From an optimization exercise on the open Yosys and OpenROAD flow, aimed at small area and a short achievable clock period; shortcuts taken in it are not production practice. Where RTL was checked, it was by simulation tests only, not by an equivalence proof against the original. Function not checked in run 2: the RTL went through the layout flow alone. Power is estimated from default activity; no workload was simulated.

==> config.mk <==
export PLATFORM = sky130hd
export DESIGN_NAME = instruction_fetch_stage
export DESIGN_NICKNAME = instruction_fetch_stage
export VERILOG_FILES = /design/flow/design.v
export SDC_FILE = /design/flow/constraint.sdc
export NUM_CORES = 4
export LEC_CHECK = 0
export CAP_MARGIN = 20
export CORE_MARGIN = 2
export CORE_UTILIZATION = 40
export SLEW_MARGIN = 20
==> constraint.sdc <==
create_clock -name core_clock -period 6.0 [get_ports {Clk}]
set_input_delay 1.2000 -clock core_clock [delete_from_list [all_inputs] [get_ports {Clk}]]
set_output_delay 1.2000 -clock core_clock [all_outputs]
set_load 0.01 [all_outputs]
==> design.v <==
package fetch_pkg;
  typedef enum logic [1:0] {
    ST_BUBBLE  = 2'd0,
    ST_ACTIVE  = 2'd1,
    ST_STALLED = 2'd2,
    ST_FAULT   = 2'd3
  } fetch_state_e;
  localparam logic [31:0] NOP               = 32'h0000_0000;
  localparam int          DEFAULT_MEM_DEPTH = 128;
  function automatic logic addr_bad(input logic [31:0] pc, input logic [31:0] depth);
    logic [31:0] word_idx;
    word_idx = {2'b00, pc[31:2]};
    addr_bad = ((pc[1:0] != 2'b00) || (word_idx >= depth));
  endfunction
endpackage
module instruction_memory_sync #(
  parameter int DEPTH = 128,
  parameter int AW    = 7
) (
  input  logic          clk,
  input  logic          rst,
  input  logic          rd_en,
  input  logic [AW-1:0] rd_addr,
  output logic [31:0]   rd_data,
  input  logic          wr_en,
  input  logic [AW-1:0] wr_addr,
  input  logic [31:0]   wr_data
);
  logic [31:0] mem_q [DEPTH];
  logic [31:0] rd_data_q;
  logic [31:0] rd_data_d;
  always_comb begin
    rd_data_d = rd_data_q;
    if (rd_en) begin
      rd_data_d = mem_q[rd_addr];
    end else begin
      rd_data_d = rd_data_q;
    end
  end
  always_ff @(posedge clk or posedge rst) begin
    if (rst) begin
      rd_data_q <= 32'h0000_0000;
    end else begin
      rd_data_q <= rd_data_d;
    end
  end
  always_ff @(posedge clk) begin
    if (wr_en && !rst) begin
      mem_q[wr_addr] <= wr_data;
    end
  end
  assign rd_data = rd_data_q;
endmodule
module instruction_fetch_stage #(
  parameter int MEM_DEPTH = fetch_pkg::DEFAULT_MEM_DEPTH,
  parameter int IDX_W     = $clog2(MEM_DEPTH)
) (
  input  logic             Clk,
  input  logic             Reset,
  input  logic [31:0]      PCResult,
  input  logic             Stall,
  input  logic             Flush,
  input  logic             ProgWrEn,
  input  logic [IDX_W-1:0] ProgAddr,
  input  logic [31:0]      ProgData,
  output logic [31:0]      Instruction,
  output logic [31:0]      FetchPC,
  output logic [31:0]      PCPlus4,
  output logic             Valid,
  output logic             Fault,
  output logic [31:0]      FetchCount
);
  fetch_pkg::fetch_state_e state_q, state_d;
  logic [31:0]  fetch_pc_q, fetch_pc_d;
  logic [31:0]  pc_plus4_q, pc_plus4_d;
  logic         valid_q, valid_d;
  logic         fault_q, fault_d;
  logic [31:0]  count_q, count_d;
  logic         live_q, live_d;
  logic         rd_en_s;
  logic         bad_s;
  logic [31:0]  rd_data_s;
  assign bad_s = fetch_pkg::addr_bad(PCResult, 32'(MEM_DEPTH));
  instruction_memory_sync #(
    .DEPTH (MEM_DEPTH),
    .AW    (IDX_W)
  ) u_imem (
    .clk     (Clk),
    .rst     (Reset),
    .rd_en   (rd_en_s),
    .rd_addr (PCResult[IDX_W+1:2]),
    .rd_data (rd_data_s),
    .wr_en   (ProgWrEn),
    .wr_addr (ProgAddr),
    .wr_data (ProgData)
  );
  always_comb begin
    state_d    = state_q;
    fetch_pc_d = fetch_pc_q;
    pc_plus4_d = pc_plus4_q;
    valid_d    = valid_q;
    fault_d    = fault_q;
    count_d    = count_q;
    live_d     = live_q;
    rd_en_s    = 1'b0;
    case (state_q)
      fetch_pkg::ST_BUBBLE, fetch_pkg::ST_ACTIVE, fetch_pkg::ST_STALLED: begin
        if (Flush) begin
          fetch_pc_d = PCResult;
          pc_plus4_d = PCResult + 32'd4;
          valid_d    = 1'b0;
          live_d     = 1'b0;
          state_d    = fetch_pkg::ST_ACTIVE;
        end else if (Stall) begin
          state_d    = fetch_pkg::ST_STALLED;
        end else if (bad_s) begin
          fault_d    = 1'b1;
          valid_d    = 1'b0;
          live_d     = 1'b0;
          state_d    = fetch_pkg::ST_FAULT;
        end else begin
          rd_en_s    = 1'b1;
          fetch_pc_d = PCResult;
          pc_plus4_d = PCResult + 32'd4;
          valid_d    = 1'b1;
          live_d     = 1'b1;
          count_d    = count_q + 32'd1;
          state_d    = fetch_pkg::ST_ACTIVE;
        end
      end
      fetch_pkg::ST_FAULT: begin
        state_d = fetch_pkg::ST_FAULT;
      end
      default: begin
        state_d = fetch_pkg::ST_BUBBLE;
      end
    endcase
  end
  always_ff @(posedge Clk or posedge Reset) begin
    if (Reset) begin
      state_q    <= fetch_pkg::ST_BUBBLE;
      fetch_pc_q <= 32'h0000_0000;
      pc_plus4_q <= 32'h0000_0000;
      valid_q    <= 1'b0;
      fault_q    <= 1'b0;
      count_q    <= 32'h0000_0000;
      live_q     <= 1'b0;
    end else begin
      state_q    <= state_d;
      fetch_pc_q <= fetch_pc_d;
      pc_plus4_q <= pc_plus4_d;
      valid_q    <= valid_d;
      fault_q    <= fault_d;
      count_q    <= count_d;
      live_q     <= live_d;
    end
  end
  assign Instruction = live_q ? rd_data_s : fetch_pkg::NOP;
  assign FetchPC     = fetch_pc_q;
  assign PCPlus4     = pc_plus4_q;
  assign Valid       = valid_q;
  assign Fault       = fault_q;
  assign FetchCount  = count_q;
endmodule
==> run.sh <==
#!/bin/bash
# synth_recipe.tcl (not shown) runs the flow's synth.tcl, then flattens the netlist and writes it again
# the make line also repeats each setting of config.mk as NAME=value (left out here)
make -C /OpenROAD-flow-scripts/flow DESIGN_CONFIG=/design/flow/config.mk WORK_HOME=/design/flow/orfs CLKGATE_MAP_FILE= SYNTH_SCRIPT=/design/flow/synth_recipe.tcl finish
==> results.txt, run 1 <==
status timing/DRC/antenna clean; CTS Buf Count 431; synthesized cell area 164,000 um2; Via-to-Cell Ratio 6.04; synthesized instance count 8,139; most frequent cells in the layout edfxtp_1 (4,096), mux4_2 (700), mux2i_1 (622); crit path max fanout 14; TritonCTS clock tree yes; FF+latch area 126,000 um2; H-tree depth 5; crit start category input port; vias in the first global route 86.0k; Max-cap violations 0; Site Rows 235; Peak supply drop 0.222 mV; initial antenna violation count 58; # resized after CTS 0; Hold Path End u_imem.mem_q[86][16]; CTS root buf clkbuf_16; Core Box Area 409,000 um2; post-synth top area share 0.751; clock sink count 4,226; first-pass GRT wire length 688,000 um; hold path cells 1; Post-synth EDFFs 4,096; Seq/Total Area, Yosys 0.771; First DRT Iteration DRCs 12.3k; worst setup slack after layout 1.19 ns; Die Height 644 um; mean post-synth cell area 20.1 um2; Synth area leaders edfxtp_1 (75%), mux4_2 (9.6%), mux2i_1 (3.8%); die area 415,000 um2; Critical Path RT 6.83 ns; r2r worst-path depth 8; Leak 60.5 nW; P&R area growth vs syn 15.3%; ys flop type edfxtp_1; Worst-Margin Slew 1.27 ns; Seq cells post-synth 4,226; via count 87.9k; Peak Freq 208 MHz; Slew Viols, Final 0; Crit. Startpoint PCResult[27]; largest net degree at the start of global routing 128; total power 61.9 mW; PortBufs 205; Post-CTS Repair Setup Buffers 0; Hold Fails Final Rpt 0; post-route clock period utilization 0.801; ratio of cells with drive above 1 in the final layout 0.230; GP Congestion 0.893; DR pass1 iterations 9; final WL 499,000 um; RSZ-0062 raised after global routing no; gr usage total 0.236; post-route insts no fill 14.6k; CP arrival 5.64 ns; clock latency (worst-skew pair) 1.00 ns; synth warn 2; Hold Buf Count CTS 0; Crit Path Class input port to register; Setup TNS 0 ns; WL/cell 34.3 um; Die Wd 644 um; Initial Util 0.401; DP HPWL 298,000 um; Hold Path Class input port to register; pre-CTS setup slack 0.269 ns; Clk pin slew, worst setup/hold paths 0.06 ns; Pwr Density 328 nW/um2; worst reg2reg endpoint u_imem.rd_data_q[20]; grt total ovfl 0; CP endpoint kind register; placed insts 13.8k; ys async rst share 0.0308; Clock Skews 0.0847 ns; area of the multi-input gates 36,200 um2; CTS max path bufs 4; reg2reg setup slack 2.22 ns; RR Startpoint state_q[0]; cell taking the most area after synthesis edfxtp_1; Antenna Violating Nets Remaining 0; DRC 0; Final #Nets 8,817; filler instances 33.9k; post-layout minimum cycle time 4.81 ns; Slew headroom 0.154; Yosys cell types 70; hold wc startpoint ProgData[16]; final count of negative-setup-slack endpoints 0; I/O pin count 206; commonest non-fill, non-tap cell in the layout edfxtp_1
worst max-delay path, cell delays in order:
cell,delay [ns]
clkdlybuf4s50_1,0.49
nor4_1,0.61
nand3_1,0.38
nor3_4,0.64
and2_0,0.21
buf_4,0.32
o2111ai_1,0.58
a31oi_1,0.99
a211oi_1,0.17
final cells by class:
| type | count | share of cell area |
|---|---|---|
| Sequential cell | 4226 | 0.668 |
| Multi-Input combinational cell | 3420 | 0.192 |
| Clock buffer | 542 | 0.0606 |
| Tap cell | 5451 | 0.0361 |
| Timing Repair Buffer | 644 | 0.0315 |
| Clock inverter | 245 | 0.0113 |
| Inverter | 15 | 0.000404 |
| Antenna cell | 18 | 0.000238 |
Yosys cell counts (49+ instances only):
library cell,instances
mux2_2,122
buf_4,92
nor2_1,212
nand2_1,293
clkbuf_1,219
a21oi_1,197
mux2i_1,622
buf_2,90
a22oi_1,180
o21ai_0,206
nand3_1,160
edfxtp_1,4096
a221oi_1,95
dfrtp_1,130
mux4_2,700
nor3_1,49
per-stage QoR:
step                      hold WS (ns)  utilization  instance area, um2
after floorplan                  0.488            -              164000
after global placement           0.459        0.428              175000
after detailed placement         0.465        0.429              175000
after CTS                        0.353        0.462              189000
after global routing             0.378        0.462              189000
final                            0.421        0.462              189000
cell families after synthesis:
group,Yosys count,synth area share
adder cells (fa/ha/maj),3,0.000229
AND/OR/NAND/NOR,927,0.0267
multiplexers,1444,0.143
buffers and inverters,493,0.0160
XOR/XNOR,59,0.00315
flip-flops,4226,0.771
AO/OA/AOI/OAI,987,0.0407
power by group:
group	internal (mW)	switching [mW]	total, mW	leakage, nW
logic	1.09	2.27	3.36	15.3
clock network	14.8	11.2	26.1	6.65
registers	32.5	0.0526	32.5	38.6
worst max-delay path by stage:
| stage | cells after the start | slack (ns) | to |
|---|---|---|---|
| after floorplan | 1 | 1.33 | count_q[0] |
| after global placement | 9 | -0.34 | u_imem.rd_data_q[2] |
| after detailed placement | 9 | 0.27 | u_imem.rd_data_q[20] |
| after CTS | 9 | 1.33 | u_imem.rd_data_q[20] |
| after global routing | 9 | 1.27 | u_imem.rd_data_q[20] |
| final | 9 | 1.19 | u_imem.rd_data_q[20] |
sequential cells by signal, indices dropped and copies added (netlist names):
name / flops
valid_q: 1
fetch_pc_q: 32
state_q: 2
u_imem.rd_data_q: 32
pc_plus4_q: 30
fault_q: 1
count_q: 32
u_imem.mem_q: 4096
metal layers:
layer	global-route usage	vias to the layer above	share of wire
met4	0.0857	24	0.041
met5	0	-	0.00031
met3	0.0538	831	0.11
met1	0.324	46877	0.39
met2	0.369	5192	0.46
li1	-	34990	-
==> inputs of run 2 (changes only) <==
==> design.v (replaced) <==
package fetch_pkg;
  localparam logic [31:0] NOP               = 32'h0000_0000;
  localparam int          DEFAULT_MEM_DEPTH = 128;
endpackage
module imem_bit (
  input  logic clk,
  input  logic we,
  input  logic hold,
  input  logic wr_data,
  output logic q
);
  always_ff @(posedge clk) begin
    q <= (q & hold) | (wr_data & we);
  end
endmodule
module imem_col (
  input  logic [127:0] sel,
  input  logic [127:0] bits,
  input  logic         q,
  input  logic         hold,
  output logic         d
);
  assign d = (|(sel & bits)) | (q & hold);
endmodule
module instruction_fetch_stage (
  input  logic        Clk,
  input  logic        Reset,
  input  logic [31:0] PCResult,
  input  logic        Stall,
  input  logic        Flush,
  input  logic        ProgWrEn,
  input  logic [6:0]  ProgAddr,
  input  logic [31:0] ProgData,
  output logic [31:0] Instruction,
  output logic [31:0] FetchPC,
  output logic [31:0] PCPlus4,
  output logic        Valid,
  output logic        Fault,
  output logic [31:0] FetchCount
);
  logic [31:0] instr_q;
  logic [31:0] fetch_pc_q;
  logic [31:2] pc_plus4_q;    
  logic [31:0] count_q;
  logic        valid_q;
  logic        fault_q;
  logic bad, update, capture, load_pc, set_fault;
  assign bad       = (PCResult[1:0] != 2'b00) || (PCResult[31:9] != 23'd0);
  assign update    = !fault_q && (Flush || !Stall);    
  assign capture   = update && !Flush && !bad;
  assign load_pc   = update && (Flush || !bad);
  assign set_fault = update && !Flush && bad;
  logic [127:0] wr_sel;
  logic [127:0] rd_sel;
  logic [127:0] col_bits [32];
  logic [31:0]  instr_d;
  genvar r, b;
  generate
    for (r = 0; r < 128; r++) begin : g_row
      assign wr_sel[r] = ProgWrEn && !Reset && (ProgAddr == r[6:0]);
      assign rd_sel[r] = capture && (PCResult[8:2] == r[6:0]);
      for (b = 0; b < 32; b++) begin : g_bit
        imem_bit u_bit (
          .clk     (Clk),
          .we      (wr_sel[r]),
          .hold    (!wr_sel[r]),
          .wr_data (ProgData[b]),
          .q       (col_bits[b][r])
        );
      end
    end
    for (b = 0; b < 32; b++) begin : g_col
      imem_col u_col (
        .sel  (rd_sel),
        .bits (col_bits[b]),
        .q    (instr_q[b]),
        .hold (!update),
        .d    (instr_d[b])
      );
    end
  endgenerate
  always_ff @(posedge Clk or posedge Reset) begin
    if (Reset) begin
      instr_q    <= 32'h0000_0000;
      fetch_pc_q <= 32'h0000_0000;
      pc_plus4_q <= 30'd0;
      count_q    <= 32'h0000_0000;
      valid_q    <= 1'b0;
      fault_q    <= 1'b0;
    end else begin
      instr_q <= instr_d;
      if (update) valid_q <= capture;
      if (load_pc) begin
        fetch_pc_q <= PCResult;
        pc_plus4_q <= PCResult[31:2] + 30'd1;
      end
      if (capture) count_q <= count_q + 32'd1;
      if (set_fault) fault_q <= 1'b1;
    end
  end
  assign Instruction = instr_q;
  assign FetchPC     = fetch_pc_q;
  assign PCPlus4     = {pc_plus4_q, fetch_pc_q[1:0]};
  assign Valid       = valid_q;
  assign Fault       = fault_q;
  assign FetchCount  = count_q;
endmodule
--- a/config.mk
+++ b/config.mk
@@ -8,4 +8,7 @@
 export CAP_MARGIN = 20
 export CORE_MARGIN = 2
-export CORE_UTILIZATION = 40
+export CORE_UTILIZATION = 55
+export SETUP_SLACK_MARGIN = 3.0
 export SLEW_MARGIN = 20
+export SYNTH_HIERARCHICAL = 1
+export SYNTH_MINIMUM_KEEP_SIZE = 0
==> run 2 against run 1 <==
Hold slack better by 0.057 ns; power is 2.5% lower; clock skew is 0.035 ns lower; die area fell by 35%; synthesized cell count up 44%; fmax increased by 27%; clock-buffer cell count up 86; final area decreased by 1.9%; first-iteration DRC count increased by 56%; core utilization increased by 24 points; largest power group unchanged.
==> results.txt, run 2 <==
Critical-path top delay cell nor3_4; post-route insts no fill 17.5k; Synth Area in Simple Gates 0.0429; Hold Fails Final Rpt 0; DP HPWL 392,000 um; post-route clock period utilization 0.630; ys flop type dfxtp_1; PortBufs 205; First DRT Iteration DRCs 19.2k; Hold Buf Count CTS 0; crit start category input port; Crit. path cell count 17; Pwr Density 326 nW/um2; first-pass GRT wire length 939,000 um; Slew headroom 0.152; Critical Path RT 6.84 ns; compound-gate portion of the synthesized area 0.361; Setup TNS 0 ns; TritonCTS clock tree yes; synth warn 9; H-tree depth 5; GP Congestion 1.03; Die Height 519 um; CP arrival 4.62 ns; Final #Nets 13.7k; CP endpoint kind register; Seq/Total Area, Yosys 0.583; die area 270,000 um2; post-synthesis adder-cell area fraction 0.000428; cell family contributing the most delay on the critical path simple AND/OR/NAND/NOR gates; top post-synthesis cells by count a22o_1 (4,576), dfxtp_1 (4,096), a22oi_1 (1,056), a221oi_1 (448), nand4_1 (338); crit path max fanout 32; DRC 0; status timing/DRC/antenna clean; commonest non-fill, non-tap cell in the layout a22o_1; final count of negative-setup-slack endpoints 0; slowest stage delay, CP 0.67 ns; DR pass1 iterations 8; cell area after layout 185,000 um2; synthesized cell area 146,000 um2; gr usage total 0.471; CTS Buf Count 417; placed insts 16.1k; worst reg2reg endpoint instr_q[2]; Yosys cell types 46; Hold Path Class register to register; Initial Util 0.552; Peak Freq 265 MHz; dpl cell area 160,000 um2; largest net degree at the start of global routing 103; I/O pin count 206; Leak 73.0 nW; WL/cell 38.2 um; clock latency (worst-skew pair) 1.00 ns; Buf+Inv Stages, Crit Path 8; RR Startpoint fault_q; P&R area growth vs syn 26.9%; Slew Viols, Final 0; Worst-Margin Slew 1.27 ns; synthesized instance count 11.7k; post-synth top area share 0.561; ys async rst share 0.0303; Synth Area in XOR/XNOR 0.00354; worst setup slack after layout 2.22 ns; most common cell in the netlist a22o_1; vias in the first global route 125k; CTS max path bufs 4; Via-to-Cell Ratio 7.64; Top reg by flops g_row.g_bit.u_bit.q; Hold Path End count_q[31]; hold path cells 1; reg2reg setup slack 2.24 ns; pre-CTS setup slack -0.180 ns; Post-synth EDFFs 0; Synth area leaders dfxtp_1 (56%), a22o_1 (27%), a22oi_1 (5.4%); Antenna Violating Nets Remaining 0; Clock Skews 0.0496 ns; post-layout minimum cycle time 3.78 ns; post-synthesis mux area share 0.00500; Peak supply drop 0.365 mV; via count 134k; Site Rows 189; worst path cell trace buf_4 -> nor4_4 -> nand4_4 -> nor3b_4 -> buf_12 -> buf_16 -> buf_6 -> nand3_4 -> buf_12 -> buf_4 -> nor2_2 -> buf_12 -> a221oi_2 -> buf_4 -> nand4_1 -> nor3_4 -> nand4_1; Core Box Area 265,000 um2; mean post-synth cell area 12.5 um2; hold wc startpoint count_q[31]; r2r worst-path depth 15; final WL 668,000 um; RSZ-0062 raised after global routing yes; largest family of logic cells by synthesized area compound AO/OA/AOI/OAI gates; ratio of cells with drive above 1 in the final layout 0.213; grt total ovfl 0; initial antenna violation count 51; Clk pin slew, worst setup/hold paths 0.06 ns; cell taking the most area after synthesis dfxtp_1; Die Wd 519 um; most frequent cells in the layout a22o_1 (4,572), dfxtp_1 (4,096), a22oi_1 (1,025); CTS root buf clkbuf_16; Crit Path Class input port to register; Max-cap violations 0; clock sink count 4,224; max reg flops 4,096; Seq cells post-synth 4,224
[run 2: cell count changes in the layout (fill, tap and decap cells not counted), sizes merged, moves of 700 or more]
cell    delta
a22o    +4571
a22oi    +876
buf      +822
dfxtp   +4096
edfxtp  -4096
mux4     -700
[run 2: timing repair]
action / in CTS / in global routing
pin swaps: 309 / 108
setup endpoints to repair: 3905 / 2117
resized for setup: 1061 / 102
setup buffers: 444 / 83
cloned: 86 / 15
hold endpoints to repair: 0 / 0
[run 2: cells by family after synthesis]
family	after synthesis
AOI/OAI and AO/OA	6148
DFF	4224
and+or+nand+nor	1090
buffers and inverters	126
muxes	63
xor gates and xnor gates	59
adders and majority gates	5
[run 2: report_power, final]
| group | total (mW) | switching, mW | leakage, nW | internal (mW) |
|---|---|---|---|---|
| sequential | 30.2 | 0.803 | 35.0 | 29.4 |
| clock | 27.6 | 11.4 | 7.08 | 16.1 |
| combinational | 2.58 | 1.32 | 30.9 | 1.25 |
[run 2: cell type report]
| cell class | count | area (um2) |
|---|---|---|
| Multi-Input combinational cell | 7390 | 65400 |
| Timing Repair Buffer | 1442 | 15100 |
| Antenna cell | 28 | 70.1 |
| Fill cell | 18696 | 79200 |
| Clock inverter | 142 | 1880 |
| Inverter | 73 | 518 |
| Clock buffer | 628 | 12500 |
| Timing Repair inverter | 33 | 248 |
| Tap cell | 3533 | 4420 |
| Sequential cell | 4224 | 85300 |
[run 2: worst max path at each step]
stage                  from           to
2_1_floorplan  PCResult[17]  instr_q[10]
3_3_place_gp    PCResult[6]  instr_q[20]
3_5_place_dp    PCResult[7]   instr_q[2]
4_1_cts             fault_q   instr_q[2]
5_1_grt        PCResult[31]  instr_q[27]
6_report       PCResult[12]   instr_q[2]
[run 2: worst register-to-register path: stages, from the launching register on]
cell and delay [ns]:
dfrtp_1 0.36, nor3_2 0.06, nor3b_4 0.16, buf_12 0.13, buf_16 0.15, buf_6 0.14
nand3_4 0.21, buf_12 0.19, buf_4 0.12, nor2_2 0.05, buf_12 0.17, a221oi_2 0.35
buf_4 0.23, nand4_1 0.50, nor3_4 0.68, nand4_1 0.17
[run 2: per-module statistics from Yosys, one instance, submodules excluded]
| module | times used | cell area [um2] |
|---|---|---|
| imem_col | 32 | 647 |
| imem_bit | 4096 | 28.8 |
| instruction_fetch_stage | 1 | 7510 |
[run 2: metal layers]
layer | vias up | GRT usage | wire [um]
met4 | 26 | 0.350 | 60500
met1 | 67292 | 0.602 | 244000
met2 | 10231 | 0.658 | 271000
met3 | 2432 | 0.161 | 91300
met5 | - | 0.00755 | 381
li1 | 53657 | - | -
[run 2: per-stage QoR]
| stage | hold WS [ns] | power [mW] | utilization |
|---|---|---|---|
| after floorplan | 0.455 | 32.0 | - |
| after global placement | 0.465 | 33.0 | 0.605 |
| after detailed placement | 0.470 | 33.2 | 0.606 |
| after CTS | 0.439 | 60.2 | 0.694 |
| after global routing | 0.472 | 61.7 | 0.700 |
| final | 0.478 | 60.4 | 0.701 |
==> inputs of run 3 (changes only) <==
--- a/design.v
+++ b/design.v
@@ -14,12 +14,89 @@
   end
 endmodule
+module imem_wdec (
+  input  logic         en,
+  input  logic [6:0]   addr,
+  output logic [127:0] we,
+  output logic [127:0] hold
+);
+  always_comb begin
+    for (int r = 0; r < 128; r++) begin
+      we[r]   = en && (addr == r[6:0]);
+      hold[r] = !we[r];
+    end
+  end
+endmodule
+module imem_rdec (
+  input  logic [6:0]   addr,
+  output logic [127:0] sel
+);
+  always_comb begin
+    for (int r = 0; r < 128; r++) begin
+      sel[r] = (addr == r[6:0]);
+    end
+  end
+endmodule
+module imem_or8 (
+  input  logic [7:0] a,
+  input  logic [7:0] b,
+  output logic       y
+);
+  assign y = |(a & b);
+endmodule
+module imem_nand2 (
+  input  logic [1:0] a,
+  output logic       y
+);
+  assign y = !(&a);
+endmodule
+module imem_nor2 (
+  input  logic [1:0] a,
+  output logic       y
+);
+  assign y = !(|a);
+endmodule
+module imem_oai21 (
+  input  logic [1:0] a,
+  input  logic       en,
+  output logic       y
+);
+  assign y = !((|a) & en);
+endmodule
+module imem_nand3 (
+  input  logic [2:0] a,
+  output logic       y
+);
+  assign y = !(&a);
+endmodule
 module imem_col (
   input  logic [127:0] sel,
   input  logic [127:0] bits,
+  input  logic         cap,
   input  logic         q,
   input  logic         hold,
   output logic         d
 );
-  assign d = (|(sel & bits)) | (q & hold);
+  logic [15:0] l2;    
+  logic [7:0]  l3;    
+  logic [3:0]  l4;    
+  logic [1:0]  l5;    
+  logic        qh_n;
+  genvar i;
+  generate
+    for (i = 0; i < 16; i++) begin : g_l2
+      imem_or8 u (.a(sel[8*i +: 8]), .b(bits[8*i +: 8]), .y(l2[i]));
+    end
+    for (i = 0; i < 8; i++) begin : g_l3
+      imem_nor2 u (.a(l2[2*i +: 2]), .y(l3[i]));
+    end
+    for (i = 0; i < 4; i++) begin : g_l4
+      imem_nand2 u (.a(l3[2*i +: 2]), .y(l4[i]));
+    end
+    for (i = 0; i < 2; i++) begin : g_l5
+      imem_oai21 u (.a(l4[2*i +: 2]), .en(cap), .y(l5[i]));
+    end
+  endgenerate
+  imem_nand2 u_qh (.a({q, hold}), .y(qh_n));
+  imem_nand3 u_l6 (.a({qh_n, l5}), .y(d));
 endmodule
 module instruction_fetch_stage (
@@ -51,18 +128,26 @@
   assign load_pc   = update && (Flush || !bad);
   assign set_fault = update && !Flush && bad;
-  logic [127:0] wr_sel;
+  logic [127:0] wr_we, wr_hold;
   logic [127:0] rd_sel;
   logic [127:0] col_bits [32];
   logic [31:0]  instr_d;
+  imem_wdec u_wdec (
+    .en   (ProgWrEn && !Reset),
+    .addr (ProgAddr),
+    .we   (wr_we),
+    .hold (wr_hold)
+  );
+  imem_rdec u_rdec (
+    .addr (PCResult[8:2]),
+    .sel  (rd_sel)
+  );
   genvar r, b;
   generate
     for (r = 0; r < 128; r++) begin : g_row
-      assign wr_sel[r] = ProgWrEn && !Reset && (ProgAddr == r[6:0]);
-      assign rd_sel[r] = capture && (PCResult[8:2] == r[6:0]);
       for (b = 0; b < 32; b++) begin : g_bit
         imem_bit u_bit (
           .clk     (Clk),
-          .we      (wr_sel[r]),
-          .hold    (!wr_sel[r]),
+          .we      (wr_we[r]),
+          .hold    (wr_hold[r]),
           .wr_data (ProgData[b]),
           .q       (col_bits[b][r])
@@ -74,4 +159,5 @@
         .sel  (rd_sel),
         .bits (col_bits[b]),
+        .cap  (capture),
         .q    (instr_q[b]),
         .hold (!update),
--- a/config.mk
+++ b/config.mk
@@ -9,6 +9,9 @@
 export CORE_MARGIN = 2
 export CORE_UTILIZATION = 55
-export SETUP_SLACK_MARGIN = 3.0
+export CTS_CLUSTER_DIAMETER = 100
+export CTS_CLUSTER_SIZE = 30
+export SETUP_SLACK_MARGIN = 2.9
 export SLEW_MARGIN = 20
 export SYNTH_HIERARCHICAL = 1
 export SYNTH_MINIMUM_KEEP_SIZE = 0
+export TNS_END_PERCENT = 5
==> run 3 against run 2 <==
Area after synthesis up 0.50%; power down 21%; global-route usage down 3.3 points; still clean on timing, DRC and antenna; highest routed layer unchanged; largest power group unchanged; sequential power about the same; critical endpoint is now g_row[34].g_bit[17].u_bit.q; critical path type unchanged.
==> results.txt, run 3 <==
I/O pin count 206; worst setup slack after layout 2.61 ns; initial antenna violation count 31; Yosys cell types 54; Setup TNS 0 ns; crit path max fanout 23; Peak Freq 295 MHz; First DRT Iteration DRCs 18.5k; status timing/DRC/antenna clean; Worst-Margin Slew 1.24 ns; Peak supply drop 0.299 mV; WL/cell 36.9 um; DR pass1 iterations 9; Synth area leaders dfxtp_1 (56%), a22o_1 (24%), a22oi_1 (10%); CTS root buf clkbuf_16; Site Rows 189; most frequent cells in the layout a22o_1 (4,096), dfxtp_1 (4,096), a22oi_1 (2,036); Pwr Density 287 nW/um2; ratio of cells with drive above 1 in the final layout 0.117; total power 48.0 mW; clock latency (worst-skew pair) 0.92 ns; switching power 11.5 mW; clock sink count 4,224; Via-to-Cell Ratio 7.65; synthesized cell area 147,000 um2; dpl cell area 159,000 um2; Seq pwr share 0.635; GP Congestion 0.927; Util after Layout 0.630; Critical Path RT 6.86 ns; Slew Viols, Final 0; Hold Path Class register to register; cell area after layout 167,000 um2; switching portion of total power 0.240; Hold Worst Slack 0.487 ns; Initial Util 0.553; internal power 36.5 mW; Seq cells post-synth 4,224; top post-synthesis cells by count a22o_1 (4,096), dfxtp_1 (4,096), a22oi_1 (2,048), nand4_1 (542), nor2_1 (472); largest net degree at the start of global routing 109; Core Box Area 265,000 um2; TritonCTS clock tree yes; final WL 623,000 um; Slew headroom 0.169; post-route clock period utilization 0.566; Clock power frac 0.291; ys flop type dfxtp_1; first-pass GRT wire length 883,000 um; gr usage total 0.438; Clk pin slew, worst setup/hold paths 0.11 ns; Max-cap violations 0; die area 271,000 um2; RSZ-0062 raised after global routing yes; CTS Buf Count 159; Clock Skews 0.0347 ns; synth warn 11; DP HPWL 381,000 um; filler instances 21.1k; H-tree depth 4; Crit Path Class input port to register; pre-CTS setup slack -0.0733 ns; post-layout minimum cycle time 3.39 ns; Hold Fails Final Rpt 0; ys async rst share 0.0303; Die Height 521 um; vias in the first global route 121k; P&R area growth vs syn 13.8%; CP arrival 4.25 ns; mean post-synth cell area 12.0 um2; CP endpoint kind register; placed insts 16.5k; cell taking the most area after synthesis dfxtp_1; crit start category input port; PortBufs 205; max reg flops 4,096; Hold Buf Count CTS 0; post-synth top area share 0.559; Antenna Violating Nets Remaining 0; via count 129k; post-route insts no fill 16.9k; combinational fraction of design power 0.075; grt total ovfl 0; DRC 0; Die Wd 521 um; Final #Nets 13.3k; Post-synth EDFFs 0; Leak 62.6 nW; final count of negative-setup-slack endpoints 0; synthesized instance count 12.2k; Seq/Total Area, Yosys 0.580; CTS max path bufs 3; Top reg by flops g_row.g_bit.u_bit.q
[run 3: power groups by stage]
stage | clock, mW | combinational [mW] | sequential, mW
finish | 13.9 | 3.57 | 30.4
floorplan | 0 | 1.72 | 30.9
detailed placement | 0 | 3.37 | 31.0
global route | 14.8 | 3.71 | 30.6
global placement | 0 | 3.28 | 31.0
CTS | 13.9 | 3.46 | 30.4
[run 3: cell families after synthesis]
kind of cell	synth area share
buffers and inverters	0.00410
adders and majority gates	0.000170
DFF	0.580
and+or+nand+nor	0.0543
xor gates and xnor gates	0.00352
muxes	0.00610
AOI/OAI and AO/OA	0.351
[run 3: worst paths after layout]
check | start | to | slack, ns | depth (start not counted)
setup / recovery | Reset | g_row[34].g_bit[17].u_bit.q | 2.61 | 9
hold / removal | valid_q | valid_q | 0.49 | 1
setup reg to reg | g_row[35].g_bit[10].u_bit.q | instr_q[10] | 3.58 | 6
hold reg to reg | valid_q | valid_q | 0.49 | 1
max in group asynchronous | Reset | count_q[23] | 3.57 | 3
min in group asynchronous | Reset | instr_q[21] | 1.20 | 2
[run 3: layout make-up]
class	count	area (um2)	area share
flip-flops and latches	4224	85200	0.510
diodes	18	45.0	0.000270
inverters	3	15.0	0.0000899
repair buffers	957	9110	0.0546
clock inverters	16	189	0.00113
well taps	3533	4420	0.0265
multi-input cells	7905	63800	0.382
clock buffers	195	4220	0.0253
[run 3: metal layers]
layer | GRT usage | vias to the layer above | part of all wire
li1 | - | 52872 | -
met3 | 0.141 | 1519 | 0.14
met1 | 0.593 | 65138 | 0.39
met4 | 0.264 | 14 | 0.070
met5 | 0.00333 | - | 0.00046
met2 | 0.607 | 9341 | 0.40
[run 3: per-module statistics from Yosys, one instance, submodules excluded, a selection]
module	cells inside	times used	flops+latches	cell area [um2]
imem_nand2	1	160	0	3.75
imem_wdec	388	1	0	1960
imem_rdec	182	1	0	907
imem_bit	2	4096	1	28.8
instruction_fetch_stage	387	1	128	5450
imem_oai21	1	64	0	5.00
imem_nor2	1	256	0	3.75
imem_or8	5	512	0	36.3
imem_nand3	1	32	0	5.00
[run 3: worst max-delay path, stage by stage]
cell             delay (ns)
clkdlybuf4s50_1        0.74
nor2b_4                0.26
buf_12                 0.16
buf_12                 0.12
nand4bb_2              0.10
buf_4                  0.33
nor2_4                 0.83
buf_4                  0.29
a22o_1                 0.14
[run 3: what timing repair did]
item	in CTS	in global routing
pin swaps	124	34
setup endpoints to repair	4051	2629
cloned	30	9
setup buffers	107	24
resized for setup	413	68
hold endpoints to repair	0	0
==> inputs of run 4 (changes only) <==
--- a/design.v
+++ b/design.v
@@ -14,4 +14,35 @@
   end
 endmodule
+module imem_pre3 (
+  input  logic       en,
+  input  logic [2:0] a,
+  output logic [7:0] y
+);
+  always_comb begin
+    for (int j = 0; j < 8; j++) y[j] = en && (a == j[2:0]);
+  end
+endmodule
+module imem_pre4 (
+  input  logic [3:0]  a,
+  output logic [15:0] y
+);
+  always_comb begin
+    for (int j = 0; j < 16; j++) y[j] = (a == j[3:0]);
+  end
+endmodule
+module imem_and2 (
+  input  logic hi,
+  input  logic lo,
+  output logic y
+);
+  assign y = hi && lo;
+endmodule
+module imem_nand2r (
+  input  logic hi,
+  input  logic lo,
+  output logic y
+);
+  assign y = !(hi && lo);
+endmodule
 module imem_wdec (
   input  logic         en,
@@ -20,10 +51,15 @@
   output logic [127:0] hold
 );
-  always_comb begin
-    for (int r = 0; r < 128; r++) begin
-      we[r]   = en && (addr == r[6:0]);
-      hold[r] = !we[r];
-    end
-  end
+  logic [7:0]  hi;
+  logic [15:0] lo;
+  imem_pre3 u_hi (.en(en), .a(addr[6:4]), .y(hi));
+  imem_pre4 u_lo (.a(addr[3:0]), .y(lo));
+  genvar r;
+  generate
+    for (r = 0; r < 128; r++) begin : g_r
+      imem_and2   u_we   (.hi(hi[r / 16]), .lo(lo[r % 16]), .y(we[r]));
+      imem_nand2r u_hold (.hi(hi[r / 16]), .lo(lo[r % 16]), .y(hold[r]));
+    end
+  endgenerate
 endmodule
 module imem_rdec (
@@ -31,9 +67,14 @@
   output logic [127:0] sel
 );
-  always_comb begin
-    for (int r = 0; r < 128; r++) begin
-      sel[r] = (addr == r[6:0]);
-    end
-  end
+  logic [7:0]  hi;
+  logic [15:0] lo;
+  imem_pre3 u_hi (.en(1'b1), .a(addr[6:4]), .y(hi));
+  imem_pre4 u_lo (.a(addr[3:0]), .y(lo));
+  genvar r;
+  generate
+    for (r = 0; r < 128; r++) begin : g_r
+      imem_and2 u_sel (.hi(hi[r / 16]), .lo(lo[r % 16]), .y(sel[r]));
+    end
+  endgenerate
 endmodule
 module imem_or8 (
--- a/config.mk
+++ b/config.mk
@@ -9,6 +9,6 @@
 export CORE_MARGIN = 2
 export CORE_UTILIZATION = 55
-export CTS_CLUSTER_DIAMETER = 100
-export CTS_CLUSTER_SIZE = 30
+export CTS_CLUSTER_DIAMETER = 80
+export CTS_CLUSTER_SIZE = 24
 export SETUP_SLACK_MARGIN = 2.9
 export SLEW_MARGIN = 20
==> run 4 against run 3 <==
Setup slack got worse by 0.018 ns; die area about the same; global-route usage decreased by 1.5 points; combinational power decreased by 7.3%; routed wire length decreased by 3.6%; clock-buffer cell count increased by 45; still clean.
==> results.txt, run 4 <==
filler instances 21.1k; Critical-path top delay cell nor2_1; Top reg by flops g_row.g_bit.u_bit.q; Site Rows 189; largest net degree at the start of global routing 129; die area 271,000 um2; clock latency (worst-skew pair) 0.95 ns; Clock Skews 0.0257 ns; cell area after layout 166,000 um2; max reg flops 4,096; slowest stage delay, CP 0.43 ns; via count 126k; worst path cell trace buf_6 -> buf_12 -> and4bb_4 -> buf_12 -> buf_6 -> and2_4 -> buf_6 -> a22oi_1 -> nand4_1 -> nor2_1 -> nand2_1 -> o21ai_1 -> buf_4 -> nand3_1; RSZ-0062 raised after global routing yes; post-layout minimum cycle time 3.41 ns; DP HPWL 356,000 um; Hold Fails Final Rpt 0; hold path cells 1; cell family contributing the most delay on the critical path simple AND/OR/NAND/NOR gates; GP Congestion 0.894; Seq/Total Area, Yosys 0.580; CP arrival 4.22 ns; Final #Nets 13.2k; ys flop type dfxtp_1; Peak supply drop 0.393 mV; Antenna Violating Nets Remaining 0; FF+latch area 85,200 um2; Seq cells post-synth 4,224; gr usage total 0.424; Peak Freq 293 MHz; CTS Buf Count 202; Via-to-Cell Ratio 7.54; clock sink count 4,224; First DRT Iteration DRCs 16.1k; Clk pin slew, worst setup/hold paths 0.09 ns; crit start category input port; ratio of cells with drive above 1 in the final layout 0.0912; CTS max path bufs 4; initial antenna violation count 47; Slew Viols, Final 0; reg2reg setup slack 3.59 ns; Worst-Margin Slew 1.19 ns; post-route clock period utilization 0.569; most frequent cells in the layout a22o_1 (4,096), dfxtp_1 (4,096), a22oi_1 (2,044); Hold Worst Slack 0.489 ns; synth warn 11; top post-synthesis cells by count a22o_1 (4,096), dfxtp_1 (4,096), a22oi_1 (2,048), nand4_1 (536), nand2_1 (304); final WL 600,000 um; CP endpoint kind register; synthesized instance count 12.1k; H-tree depth 4; most frequent CP cell buf_6; synthesized cell area 147,000 um2; Die Height 521 um; Crit Path Class input port to register; Hold Path Class register to register; status timing/DRC/antenna clean; grt total ovfl 0; Die Wd 521 um; P&R area growth vs syn 13.1%; CTS root buf clkbuf_16; Pwr Density 298 nW/um2; TritonCTS clock tree yes; vias in the first global route 121k; crit path max fanout 13; DR pass1 iterations 6; PortBufs 205; Leak 62.8 nW; Hold Path End g_row[45].g_bit[10].u_bit.q; Yosys cell types 43; worst reg2reg endpoint count_q[25]; dpl cell area 159,000 um2; Synth area leaders dfxtp_1 (56%), a22o_1 (24%), a22oi_1 (10%); Initial Util 0.553; r2r worst-path depth 5; mean post-synth cell area 12.1 um2; hold wc startpoint g_row[45].g_bit[10].u_bit.q; WL/cell 35.9 um; I/O pin count 206; area of the multi-input gates 62,300 um2; Core Box Area 265,000 um2; Max-cap violations 0; Buf+Inv Stages, Crit Path 6; first-pass GRT wire length 857,000 um; DRC 0; RR Startpoint fault_q; post-synth top area share 0.559; Post-synth EDFFs 0; cell taking the most area after synthesis dfxtp_1; final count of negative-setup-slack endpoints 0; ys async rst share 0.0303; Slew headroom 0.203; Critical Path RT 6.81 ns
-- run 4: cell types whose count changed in the layout (fill, tap and decap cells not counted), sizes merged, moves of 14 or more --
| cell | change |
|---|---|
| and2 | +256 |
| and4bb | +14 |
| nand4bb | -15 |
| nor2 | -252 |
| diode | +18 |
| nand3 | -24 |
| clkbuf | +44 |
| nand2 | +29 |
| buf | -124 |
| nor3 | -24 |
-- run 4: metrics by stage --
| step | TNS, ns | worst slack [ns] | std cells | power, mW | util |
|---|---|---|---|---|---|
| final | 0 | 2.59 | 16733 | 49.4 | 0.626 |
| after floorplan | 0 | 1.85 | 12099 | 32.5 | - |
| after global routing | 0 | 2.59 | 16709 | 50.7 | 0.625 |
| after global placement | 0 | 0.0646 | 16407 | 34.1 | 0.599 |
| after CTS | 0 | 2.44 | 16694 | 49.4 | 0.625 |
| after detailed placement | -0.0153 | -0.0153 | 16407 | 34.3 | 0.599 |
-- run 4: modules after synthesis, one instance, submodules excluded, excerpt --
module	cell area (um2)	times used	cells inside
instruction_fetch_stage	5450	1	387
imem_pre4	277	2	20
imem_pre3	96.3	2	8
imem_or8	36.3	512	5
imem_bit	28.8	4096	2
imem_and2	6.26	256	1
imem_nand3	5.00	32	1
imem_oai21	5.00	64	1
imem_nand2	3.75	160	1
imem_nand2r	3.75	128	1
imem_nor2	3.75	256	1
imem_rdec	3.75	1	1
-- run 4: layout make-up --
| class | instances | area share |
|---|---|---|
| well taps | 3533 | 0.0266 |
| repair buffers | 829 | 0.0501 |
| clock buffers | 240 | 0.0324 |
| multi-input cells | 7847 | 0.375 |
| diodes | 36 | 0.000543 |
| clock inverters | 21 | 0.00142 |
| flip-flops and latches | 4224 | 0.513 |
| inverters | 3 | 0.0000905 |
-- run 4: how the worst max path moves through the flow --
| stage | from | to | slack [ns] | cells past startpoint |
|---|---|---|---|---|
| 6_report | PCResult[5] | instr_q[14] | 2.59 | 14 |
| 5_1_grt | PCResult[16] | fetch_pc_q[29] | 2.59 | 7 |
| 4_1_cts | ProgAddr[2] | g_row[100].g_bit[4].u_bit.q | 2.44 | 5 |
| 3_5_place_dp | PCResult[2] | instr_q[14] | -0.02 | 11 |
| 3_3_place_gp | PCResult[3] | instr_q[21] | 0.06 | 10 |
| 2_1_floorplan | PCResult[16] | count_q[1] | 1.85 | 5 |
-- run 4: where the power goes --
group          internal (mW)  leakage, nW  switching, mW
Combinational           1.73         25.2           1.58
Clock                   6.51         2.74           9.18
Sequential              29.6         34.9          0.859
Total                   37.8         62.8           11.6
-- run 4: layer usage --
metal / wire, um / global-route usage / up-vias
met2: 251000 / 0.615 / 8235
met5: 239 / 0 / -
li1: - / - / 52419
met4: 46700 / 0.294 / 24
met1: 230000 / 0.547 / 63964
met3: 71700 / 0.115 / 1483
-- run 4: logic make-up (layout without fill, tap and decap cells) --
| group | count (synthesis) | in the layout | synth area share |
|---|---|---|---|
| AO/OA/AOI/OAI | 6212 | 6212 | 0.352 |
| XOR/XNOR | 59 | 59 | 0.00352 |
| adder cells (fa/ha/maj) | 2 | 2 | 0.000170 |
| buffers and inverters | 30 | 1093 | 0.00159 |
| flip-flops | 4224 | 4224 | 0.580 |
| multiplexers | 63 | 63 | 0.00610 |
| other | 1 | 44 | 0.0000255 |
| AND/OR/NAND/NOR | 1501 | 1503 | 0.0566 |
-- run 4: what timing repair did --
item / in CTS / in global routing
endpoints found under the hold margin: 0 / 0
pin swaps: 59 / 0
endpoints found under the setup margin: 2413 / 2166
cloned: 7 / 0
buffers inserted: 19 / 3
resized for setup: 351 / 14
hold buffers: 0 / 0
==> inputs of run 5 (changes only) <==
==> flow/run.sh (new file) <==
#!/bin/bash
# Own layout flow: the standard ORFS flow (standard.sh, synthesis
# unchanged) with one difference: the buffers that buffer_ports puts on every
# input and output port are sky130_fd_sc_hd__buf_4 instead of the cell the
# resizer picks by default (a clkdlybuf4s50_1 delay buffer). Every port still
# gets its own buffer. The full make output goes to flow_make.log here; ORFS
# keeps each tool's log under orfs/logs/.
set -euo pipefail
cd "$(dirname "$0")/.."
bash standard.sh 'BUFFER_PORTS_ARGS=-buffer_cell sky130_fd_sc_hd__buf_4' finish > flow_make.log 2>&1
==> standard.sh (new file) <==
#!/bin/bash
# synth_recipe.tcl (not shown) runs the flow's synth.tcl, then flattens the netlist and writes it again
# the make line also repeats each setting of config.mk as NAME=value (left out here)
make -C /OpenROAD-flow-scripts/flow DESIGN_CONFIG=/design/flow/config.mk WORK_HOME=/design/flow/orfs CLKGATE_MAP_FILE= SYNTH_SCRIPT=/design/flow/synth_recipe.tcl "${@:-finish}"
removed: run.sh
==> run 5 against run 4 <==
Power up 0.17%; critical path type unchanged; highest routed layer unchanged; clock power about the same; final cell count about the same; sequential share of layout area up 0.38 points.
==> results.txt, run 5 <==
CTS max path bufs 4; ys flop type dfxtp_1; CTS Buf Count 202; synth warn 11; via count 126k; GP Congestion 0.909; Critical-path top delay cell nor2_2; Hold Path Class input port to asynchronous set/reset pin; Synth area leaders dfxtp_1 (56%), a22o_1 (24%), a22oi_1 (10%); Yosys cell types 43; reg2reg setup slack 2.93 ns; Pwr Density 301 nW/um2; slowest stage delay, CP 0.42 ns; Leak 63.0 nW; largest net degree at the start of global routing 102; cell area after layout 165,000 um2; Core Box Area 265,000 um2; CP endpoint kind register; Crit Path Class input port to register; Antenna Violating Nets Remaining 0; Final #Nets 13.2k; P&R area growth vs syn 12.2%; Post-synth EDFFs 0; final WL 600,000 um; first-pass GRT wire length 857,000 um; RSZ-0062 raised after global routing yes; Slew Viols, Final 0; PortBufs 205; most frequent cells in the layout a22o_1 (4,096), dfxtp_1 (4,096), a22oi_1 (2,038); cell taking the most area after synthesis dfxtp_1; CTS root buf clkbuf_16; post-synth top area share 0.559; Max-cap violations 0; Clock Skews 0.0550 ns; Site Rows 189; vias in the first global route 121k; grt total ovfl 0; Hold Fails Final Rpt 0; Worst-Margin Slew 1.24 ns; die area 271,000 um2; max reg flops 4,096; Die Wd 521 um; crit start category input port; DR pass1 iterations 7; initial antenna violation count 52; synthesized instance count 12.1k; Slew headroom 0.166; post-route clock period utilization 0.560; Critical Path RT 6.82 ns; top post-synthesis cells by count a22o_1 (4,096), dfxtp_1 (4,096), a22oi_1 (2,048), nand4_1 (536), nand2_1 (304); CP arrival 4.18 ns; Initial Util 0.553; Hold Buf Count CTS 0; clock latency (worst-skew pair) 0.97 ns; dpl cell area 157,000 um2; Seq/Total Area, Yosys 0.580; Setup TNS 0 ns; gr usage total 0.422; post-layout minimum cycle time 3.36 ns; I/O pin count 206; Clk pin slew, worst setup/hold paths 0.10 ns; DRC 0; Top reg by flops g_row.g_bit.u_bit.q; ys async rst share 0.0303; clock sink count 4,224; Die Height 521 um; final count of negative-setup-slack endpoints 0; status timing/DRC/antenna clean; mean post-synth cell area 12.1 um2; First DRT Iteration DRCs 16.5k; WL/cell 35.9 um; Via-to-Cell Ratio 7.54; Seq cells post-synth 4,224; Peak Freq 297 MHz; DP HPWL 367,000 um; Peak supply drop 0.301 mV; worst path cell trace buf_6 -> and4b_4 -> and2_2 -> buf_4 -> a22oi_1 -> nand4_1 -> nor2_2 -> nand2_1 -> o21ai_1 -> nand3_1; crit path max fanout 16; H-tree depth 4; synthesized cell area 147,000 um2; ratio of cells with drive above 1 in the final layout 0.108; TritonCTS clock tree yes
-- run 5: cell counts after synthesis --
No cell type changed its count.
-- run 5: worst max-delay path: cells and delay by family --
kind,cells,cell delay [ns]
buffers and inverters,2,0.50
AOI/OAI and AO/OA,2,0.50
and+or+nand+nor,6,1.93
-- run 5: area by class of cell --
cell class                      instances  area, um2
Clock inverter                         22        302
Fill cell                           21255     101000
Multi-Input combinational cell       7848      62700
Clock buffer                          246       5430
Tap cell                             3533       4420
Inverter                                3       15.0
Antenna cell                           33       82.6
Timing Repair Buffer                  814       6610
Sequential cell                      4224      85200
-- run 5: path summary, 6_finish.rpt --
kind | startpoint | cells past startpoint | end
worst max-delay path | PCResult[6] | 10 | instr_q[24]
worst min-delay path | Reset | 3 | instr_q[6]
worst max register to register | fault_q | 5 | fetch_pc_q[12]
worst min register to register | count_q[31] | 1 | count_q[31]
max in group asynchronous | Reset | 4 | pc_plus4_q[31]
min in group core_clock | count_q[31] | 1 | count_q[31]
-- run 5: Yosys stat by module, one instance, submodules excluded, a selection --
module / cells inside / flops+latches / copies in the design
imem_or8: 5 / 0 / 512
instruction_fetch_stage: 387 / 128 / 1
imem_pre3: 8 / 0 / 2
imem_nand2: 1 / 0 / 160
imem_nand3: 1 / 0 / 32
imem_and2: 1 / 0 / 256
imem_bit: 2 / 1 / 4096
imem_nor2: 1 / 0 / 256
imem_rdec: 1 / 0 / 1
imem_nand2r: 1 / 0 / 128
imem_pre4: 20 / 0 / 2
imem_oai21: 1 / 0 / 64
-- run 5: layer usage --
layer  global-route usage  routed length (um)
met1                0.547              231000
met2                0.613              251000
met3                0.109               68800
met4                0.297               48000
met5                    0                 209
-- run 5: kinds of logic (layout without fill, tap and decap cells) --
logic type                 Yosys count  in the layout  share of synthesized area
AOI/OAI and AO/OA                 6212           6212                      0.352
DFF                               4224           4224                      0.580
and+or+nand+nor                   1501           1504                     0.0566
muxes                               63             63                    0.00610
xor gates and xnor gates            59             59                    0.00352
buffers and inverters               30           1085                    0.00159
adders and majority gates            2              2                   0.000170
other                                1             41                  0.0000255
-- run 5: through the flow --
stage               hold slack, ns  power, mW  cells  setup WS (ns)  utilization
detailed placement           0.471       34.2  16392          0.274        0.593
finish                       0.304       49.5  16723           2.64        0.621
global route                 0.298       50.8  16706           2.75        0.621
CTS                          0.264       49.4  16676           2.68        0.619
global placement             0.466       34.0  16388          0.198        0.593
floorplan                    0.456       32.5  12099           1.85            -
-- run 5: what timing repair did --
action                                  in CTS  in global routing
gates cloned                                 0                  3
endpoints found under the setup margin     838                 92
pin swaps                                   79                 32
resized for setup                          365                 48
buffers inserted                            16                 11
-- run 5: where the power goes --
part           internal (mW)  switching (mW)  total, mW  leakage, nW
Clock                   6.69            9.18       15.9         2.80
Sequential              29.6           0.871       30.4         34.9
Combinational           1.64            1.57       3.21         25.3
Total                   37.9            11.6       49.5         63.0
==> inputs of run 6 (changes only) <==
--- a/config.mk
+++ b/config.mk
@@ -11,5 +11,5 @@
 export CTS_CLUSTER_DIAMETER = 80
 export CTS_CLUSTER_SIZE = 24
-export SETUP_SLACK_MARGIN = 2.9
+export SETUP_SLACK_MARGIN = 3.2
 export SLEW_MARGIN = 20
 export SYNTH_HIERARCHICAL = 1
==> run 6 against run 5 <==
Global-route usage increased by 0.51 points; fmax increased by 7.2%; flip-flop and latch count unchanged; area after synthesis unchanged; power increased by 0.32%; critical path depth decreased by 5; sequential power about the same; clock-buffer cell count increased by 4; combinational power increased by 2%; final area increased by 1.1%; via count increased by 0.13%; clock power about the same; critical endpoint is now g_row[100].g_bit[24].u_bit.q; highest routed layer unchanged.
==> results.txt, run 6 <==
Leak 63.5 nW; Clock Skews 0.0436 ns; status timing/DRC/antenna clean; clock latency (worst-skew pair) 0.96 ns; H-tree depth 4; CTS Buf Count 203; GP Congestion 0.923; Hold Buf Count CTS 0; Peak Freq 319 MHz; initial antenna violation count 44; most frequent CP cell buf_4; synth warn 11; crit start category input port; max reg flops 4,096; Util after Layout 0.628; CTS root buf clkbuf_16; via count 126k; Crit Path Class input port to register; final count of negative-setup-slack endpoints 0; Pwr Density 298 nW/um2; post-route clock period utilization 0.522; Seq/Total Area, Yosys 0.580; largest net degree at the start of global routing 117; CP endpoint kind register; Site Rows 189; Initial Util 0.553; Critical-path top delay cell nor4b_4; Max-cap violations 0; gr usage total 0.427; most frequent cells in the layout a22o_1 (4,096), dfxtp_1 (4,096), a22oi_1 (1,993); synthesized instance count 12.1k; DRC 0; Peak supply drop 0.253 mV; grt total ovfl 0; worst reg2reg endpoint fetch_pc_q[11]; cell taking the most area after synthesis dfxtp_1; slowest stage delay, CP 0.98 ns; Worst-Margin Slew 1.23 ns; cell family contributing the most delay on the critical path simple AND/OR/NAND/NOR gates; vias in the first global route 121k; CP arrival 3.96 ns; Antenna Violating Nets Remaining 0; P&R area growth vs syn 13.5%; Buf+Inv Stages, Crit Path 2; I/O pin count 206; RR Startpoint fault_q; Hold Path Class input port to asynchronous set/reset pin; Top reg by flops g_row.g_bit.u_bit.q; CTS max path bufs 4; Synth area leaders dfxtp_1 (56%), a22o_1 (24%), a22oi_1 (10%); Hold Fails Final Rpt 0; TritonCTS clock tree yes; final WL 606,000 um; synthesized cell area 147,000 um2; Core Box Area 265,000 um2; r2r worst-path depth 5; die area 271,000 um2; PortBufs 205; first-pass GRT wire length 863,000 um; Seq cells post-synth 4,224; worst path cell trace buf_4 -> nor4b_4 -> buf_4 -> nand2_2 -> a22o_1; top post-synthesis cells by count a22o_1 (4,096), dfxtp_1 (4,096), a22oi_1 (2,048), nand4_1 (536), nand2_1 (304); filler instances 21.1k; ys flop type dfxtp_1; Via-to-Cell Ratio 7.54; Die Wd 521 um; crit path max fanout 32; WL/cell 36.2 um; reg2reg setup slack 3.00 ns; Die Height 521 um; clock sink count 4,224; Slew headroom 0.181; Slew Viols, Final 0; total power 49.7 mW; post-layout minimum cycle time 3.13 ns; Clk pin slew, worst setup/hold paths 0.09 ns; DR pass1 iterations 6; First DRT Iteration DRCs 16.5k; Yosys cell types 43; DP HPWL 357,000 um; ratio of cells with drive above 1 in the final layout 0.119; Post-synth EDFFs 0; Final #Nets 13.2k; RSZ-0062 raised after global routing yes; Setup TNS 0 ns; mean post-synth cell area 12.1 um2; ys async rst share 0.0303; post-synth top area share 0.559; Critical Path RT 6.82 ns
==> run 6: report_power, final <==
part | switching, mW | leakage, nW | internal [mW]
Sequential | 0.863 | 34.9 | 29.6
Clock | 9.24 | 2.83 | 6.73
Combinational | 1.59 | 25.9 | 1.67
Total | 11.7 | 63.5 | 38.0
==> run 6: timing repair <==
action,in CTS,in global routing
setup endpoints to repair,252,528
gates cloned,10,8
buffers inserted,38,29
pin swaps,140,78
resized for setup,598,116
==> run 6: worst max-delay path by stage <==
stage | startpoint | endpoint | slack (ns) | cells after the start
after floorplan | PCResult[13] | count_q[1] | 2.61 | 4
after global placement | PCResult[4] | instr_q[21] | 0.44 | 11
after detailed placement | PCResult[4] | instr_q[19] | 0.42 | 11
after CTS | instr_q[7] | Instruction[7] | 2.98 | 1
after global routing | PCResult[4] | instr_q[19] | 2.97 | 11
final | ProgAddr[1] | g_row[100].g_bit[24].u_bit.q | 2.87 | 5
==> run 6: cell type report <==
cell class                 count  area, um2  share of cell area
antenna                       31       77.6            0.000466
clock buffer                 250       5510              0.0331
clock inverter                26        302             0.00181
inverter                       3       15.0           0.0000901
multi-input combinational   7847      63200               0.379
sequential                  4224      85200               0.512
tap                         3533       4420              0.0265
timing repair buffer         839       7840              0.0470
==> run 6: cell families (layout without fill, tap and decap cells) <==
logic type,Yosys count,in the layout,synth area share
AOI/OAI and AO/OA,6212,6212,0.352
xor gates and xnor gates,59,59,0.00352
adders and majority gates,2,2,0.000170
buffers and inverters,30,1118,0.00159
DFF,4224,4224,0.580
muxes,63,63,0.00610
other,1,39,0.0000255
and+or+nand+nor,1501,1503,0.0566
==> run 6: per-stage QoR <==
stage               setup slack, ns  cell area, um2  instances  hold slack [ns]
finish                         2.87          167000      16753            0.388
detailed placement            0.422          157000      16361            0.468
CTS                            2.98          166000      16685            0.325
global placement              0.441          157000      16357            0.462
global route                   2.97          167000      16734            0.368
floorplan                      2.61          147000      12099            0.450
==> run 6: layer usage <==
metal  vias to the layer above  GRT usage  part of all wire
li1                      52452          -                 -
met2                      8334      0.613              0.42
met5                         -          0           0.00015
met4                        12      0.312             0.082
met3                      1594      0.116              0.12
met1                     63899      0.552              0.38
==> run 6: Yosys stat by module (local to each module, per instance), a selection <==
| module | times used | cells | flops+latches |
|---|---|---|---|
| imem_and2 | 256 | 1 | 0 |
| imem_bit | 4096 | 2 | 1 |
| imem_pre4 | 2 | 20 | 0 |
| imem_pre3 | 2 | 8 | 0 |
| instruction_fetch_stage | 1 | 387 | 128 |
| imem_nand2r | 128 | 1 | 0 |
| imem_rdec | 1 | 1 | 0 |
| imem_or8 | 512 | 5 | 0 |
| imem_oai21 | 64 | 1 | 0 |
| imem_nand2 | 160 | 1 | 0 |
| imem_nand3 | 32 | 1 | 0 |
| imem_nor2 | 256 | 1 | 0 |
==> inputs of run 7 (changes only) <==
--- a/config.mk
+++ b/config.mk
@@ -11,5 +11,5 @@
 export CTS_CLUSTER_DIAMETER = 80
 export CTS_CLUSTER_SIZE = 24
-export SETUP_SLACK_MARGIN = 3.2
+export SETUP_SLACK_MARGIN = 3.5
 export SLEW_MARGIN = 20
 export SYNTH_HIERARCHICAL = 1
==> run 7 against run 6 <==
Setup slack better by 0.095 ns; sequential share of layout area down 1.2 points; largest power group unchanged; first-iteration DRC count up 6.6%; register-to-register slack better by 0.23 ns; critical endpoint is now instr_q[25]; combinational power is 3% higher; synthesized cell count stayed put; clock power is essentially flat; highest routed layer unchanged; clock-buffer cell count increased by 7; non-clock buffer count grew 195; core utilization is 1.6 points higher; final cell count increased by 1.2%; via count grew 1.6%.
==> results.txt, run 7 <==
status timing/DRC/antenna clean; DRC 0; H-tree depth 4; Core Box Area 265,000 um2; grt total ovfl 0; Hold Worst Slack 0.483 ns; Peak Freq 329 MHz; CTS Buf Count 206; Hold Fails Final Rpt 0; post-synth top area share 0.559; post-route clock period utilization 0.507; CP arrival 3.82 ns; synth warn 11; Final #Nets 13.4k; Yosys cell types 43; Worst-Margin Slew 1.22 ns; Site Rows 189; ys async rst share 0.0303; Clock power frac 0.320; I/O pin count 206; Crit Path Class input port to register; placed insts 16.4k; CP endpoint kind register; cell taking the most area after synthesis dfxtp_1; P&R area growth vs syn 16.3%; clock sink count 4,224; Util after Layout 0.643; Clk pin slew, worst setup/hold paths 0.09 ns; ratio of cells with drive above 1 in the final layout 0.154; CTS max path bufs 4; Initial Util 0.553; final count of negative-setup-slack endpoints 0; largest net degree at the start of global routing 118; via count 128k; RSZ-0062 raised after global routing yes; Post-synth EDFFs 0; Antenna Violating Nets Remaining 0; Leak 65.3 nW; Via-to-Cell Ratio 7.57; Seq cells post-synth 4,224; vias in the first global route 121k; First DRT Iteration DRCs 17.6k; clock latency (worst-skew pair) 0.95 ns; Seq pwr share 0.613; final WL 619,000 um; Pwr Density 291 nW/um2; switching portion of total power 0.236; Seq/Total Area, Yosys 0.580; top post-synthesis cells by count a22o_1 (4,096), dfxtp_1 (4,096), a22oi_1 (2,048), nand4_1 (536), nand2_1 (304); Crit. Startpoint PCResult[5]; TritonCTS clock tree yes; ys flop type dfxtp_1; Die Wd 521 um; combinational fraction of design power 0.067; Slew headroom 0.190; gr usage total 0.433; WL/cell 36.5 um; dpl cell area 157,000 um2; mean post-synth cell area 12.1 um2; synthesized cell area 147,000 um2; PortBufs 205; Max-cap violations 0; most frequent cells in the layout a22o_1 (4,096), dfxtp_1 (4,096), a22oi_1 (1,878); internal power 38.0 mW; DP HPWL 362,000 um; synthesized instance count 12.1k; Synth area leaders dfxtp_1 (56%), a22o_1 (24%), a22oi_1 (10%); Slew Viols, Final 0; switching power 11.7 mW; GP Congestion 0.932; crit start category input port; Setup TNS 0 ns; RR Startpoint fault_q; cell area after layout 171,000 um2; Clock Skews 0.0543 ns; post-layout minimum cycle time 3.04 ns; post-route insts no fill 17.0k; Hold Path Class input port to asynchronous set/reset pin; max reg flops 4,096; Hold Buf Count CTS 0; Top reg by flops g_row.g_bit.u_bit.q; Peak supply drop 0.268 mV; CTS root buf clkbuf_16; first-pass GRT wire length 875,000 um; crit path max fanout 11; Critical Path RT 6.78 ns; die area 271,000 um2; initial antenna violation count 39; DR pass1 iterations 8; Die Height 521 um
==> run 7: cell counts after synthesis <==
Identical to the previous run, type by type.
==> run 7: worst max-delay path, stage by stage <==
cell      delay (ns)
buf_16          0.10
and4bb_4        0.42
buf_6           0.20
and2_4          0.20
buf_12          0.17
a22oi_1         0.19
nand4_1         0.35
nor2_4          0.28
nand2_4         0.10
o21ai_4         0.42
nand3_1         0.14
==> run 7: modules after synthesis, one instance, submodules excluded, excerpt <==
module | cells | flip-flops and latches | times used | cell area, um2
imem_and2 | 1 | 0 | 256 | 6.26
imem_bit | 2 | 1 | 4096 | 28.8
imem_nand2 | 1 | 0 | 160 | 3.75
imem_nand3 | 1 | 0 | 32 | 5.00
imem_oai21 | 1 | 0 | 64 | 5.00
imem_or8 | 5 | 0 | 512 | 36.3
imem_pre4 | 20 | 0 | 2 | 277
instruction_fetch_stage | 387 | 128 | 1 | 5450
==> run 7: final timing paths <==
check | to | slack, ns | cells past startpoint
setup reg to reg | instr_q[1] | 3.23 | 5
hold / removal | instr_q[24] | 0.48 | 2
min in group core_clock | count_q[31] | 0.48 | 1
max in group asynchronous | count_q[16] | 4.09 | 3
setup / recovery | instr_q[25] | 2.96 | 11
hold reg to reg | count_q[31] | 0.48 | 1
==> run 7: final cells by class <==
class | instances | area, um2
fillers | 20738 | 94600
inverters | 3 | 15.0
diodes | 27 | 67.6
flip-flops and latches | 4224 | 85200
clock inverters | 15 | 165
clock buffers | 257 | 5610
multi-input cells | 7862 | 64900
repair buffers | 1034 | 10300
well taps | 3533 | 4420
==> run 7: through the flow <==
step                total power [mW]  setup WS (ns)
global route                    50.9           3.07
floorplan                       32.5           2.61
CTS                             49.5           3.08
finish                          49.7           2.96
global placement                34.0         0.0984
detailed placement              34.2          0.506
==> run 7: routing by layer <==
layer  part of all wire  global-route usage  up-vias  wire, um
li1                   -                   -    52952         -
met1               0.38               0.566    64850    235000
met2               0.42               0.627     8862    260000
met3               0.12               0.114     1649     74500
met4              0.079               0.293       30     48800
met5            0.00037                   0        -       231
==> run 7: logic make-up after synthesis <==
logic type	Yosys count	share of synthesized area
AOI/OAI and AO/OA	6212	0.352
xor gates and xnor gates	59	0.00352
adders and majority gates	2	0.000170
buffers and inverters	30	0.00159
DFF	4224	0.580
muxes	63	0.00610
other	1	0.0000255
and+or+nand+nor	1501	0.0566
==> run 7: timing repair <==
action	in CTS	in global routing
endpoints found under the setup margin	1848	2086
endpoints found under the hold margin	0	0
pin swaps	316	259
buffers inserted	141	100
gates resized for setup	968	254
gates cloned	33	20
==> run 7: power by group through the flow <==
stage	combinational (mW)	clock, mW	sequential, mW
2_1_floorplan	1.66	0	30.9
3_3_place_gp	3.03	0	31.0
3_5_place_dp	3.13	0	31.0
4_1_cts	3.24	15.9	30.4
5_1_grt	3.48	16.8	30.6
6_report	3.35	15.9	30.5

## port drivers added, routing unchanged
No port has a modelled driver above. Below, the same layouts with a new extraction and two added sets of constraints. Step 1 (the two cells are an assumption about what drives the block):
set clk [get_ports {Clk}]
set_driving_cell -lib_cell sky130_fd_sc_hd__clkbuf_16 $clk
set_driving_cell -lib_cell sky130_fd_sc_hd__buf_2 [delete_from_list [all_inputs] $clk]
Step 2, shift: input delay + t, output delay - t, t = (earliest + latest rising clock arrival at the registers) / 2. This alone moves slack from input paths to output paths. a / b / c = ideal ports / drivers / drivers and shift; a / b = the first two.
| run | shift t [ns] | slack for setup (ns) | worst slew at a driven data input, ns | cell pins on the clock port's net |
|---|---|---|---|---|
| run 1 | 1.067 | 1.193 / 1.269 / 0.202 | 0.18 | 1 |
| run 2 | 1.089 | 2.221 / 2.239 / 1.198 | 0.21 | 1 |
| run 3 | 0.990 | 2.607 / 2.530 / 1.615 | 0.19 | 1 |
| run 4 | 1.042 | 2.589 / 2.599 / 1.592 | 0.14 | 1 |
| run 5 | 1.046 | 2.638 / 2.552 / 1.647 | 0.14 | 1 |
| run 6 | 1.050 | 2.865 / 2.752 / 1.702 | 0.29 | 1 |
| run 7 | 1.035 | 2.961 / 2.819 / 1.784 | 0.31 | 1 |
After both steps setup and hold are still met in every run listed. For run 7, which loses most, drivers alone change the setup slack by -0.142 ns; drivers and shift together by -1.177 ns.
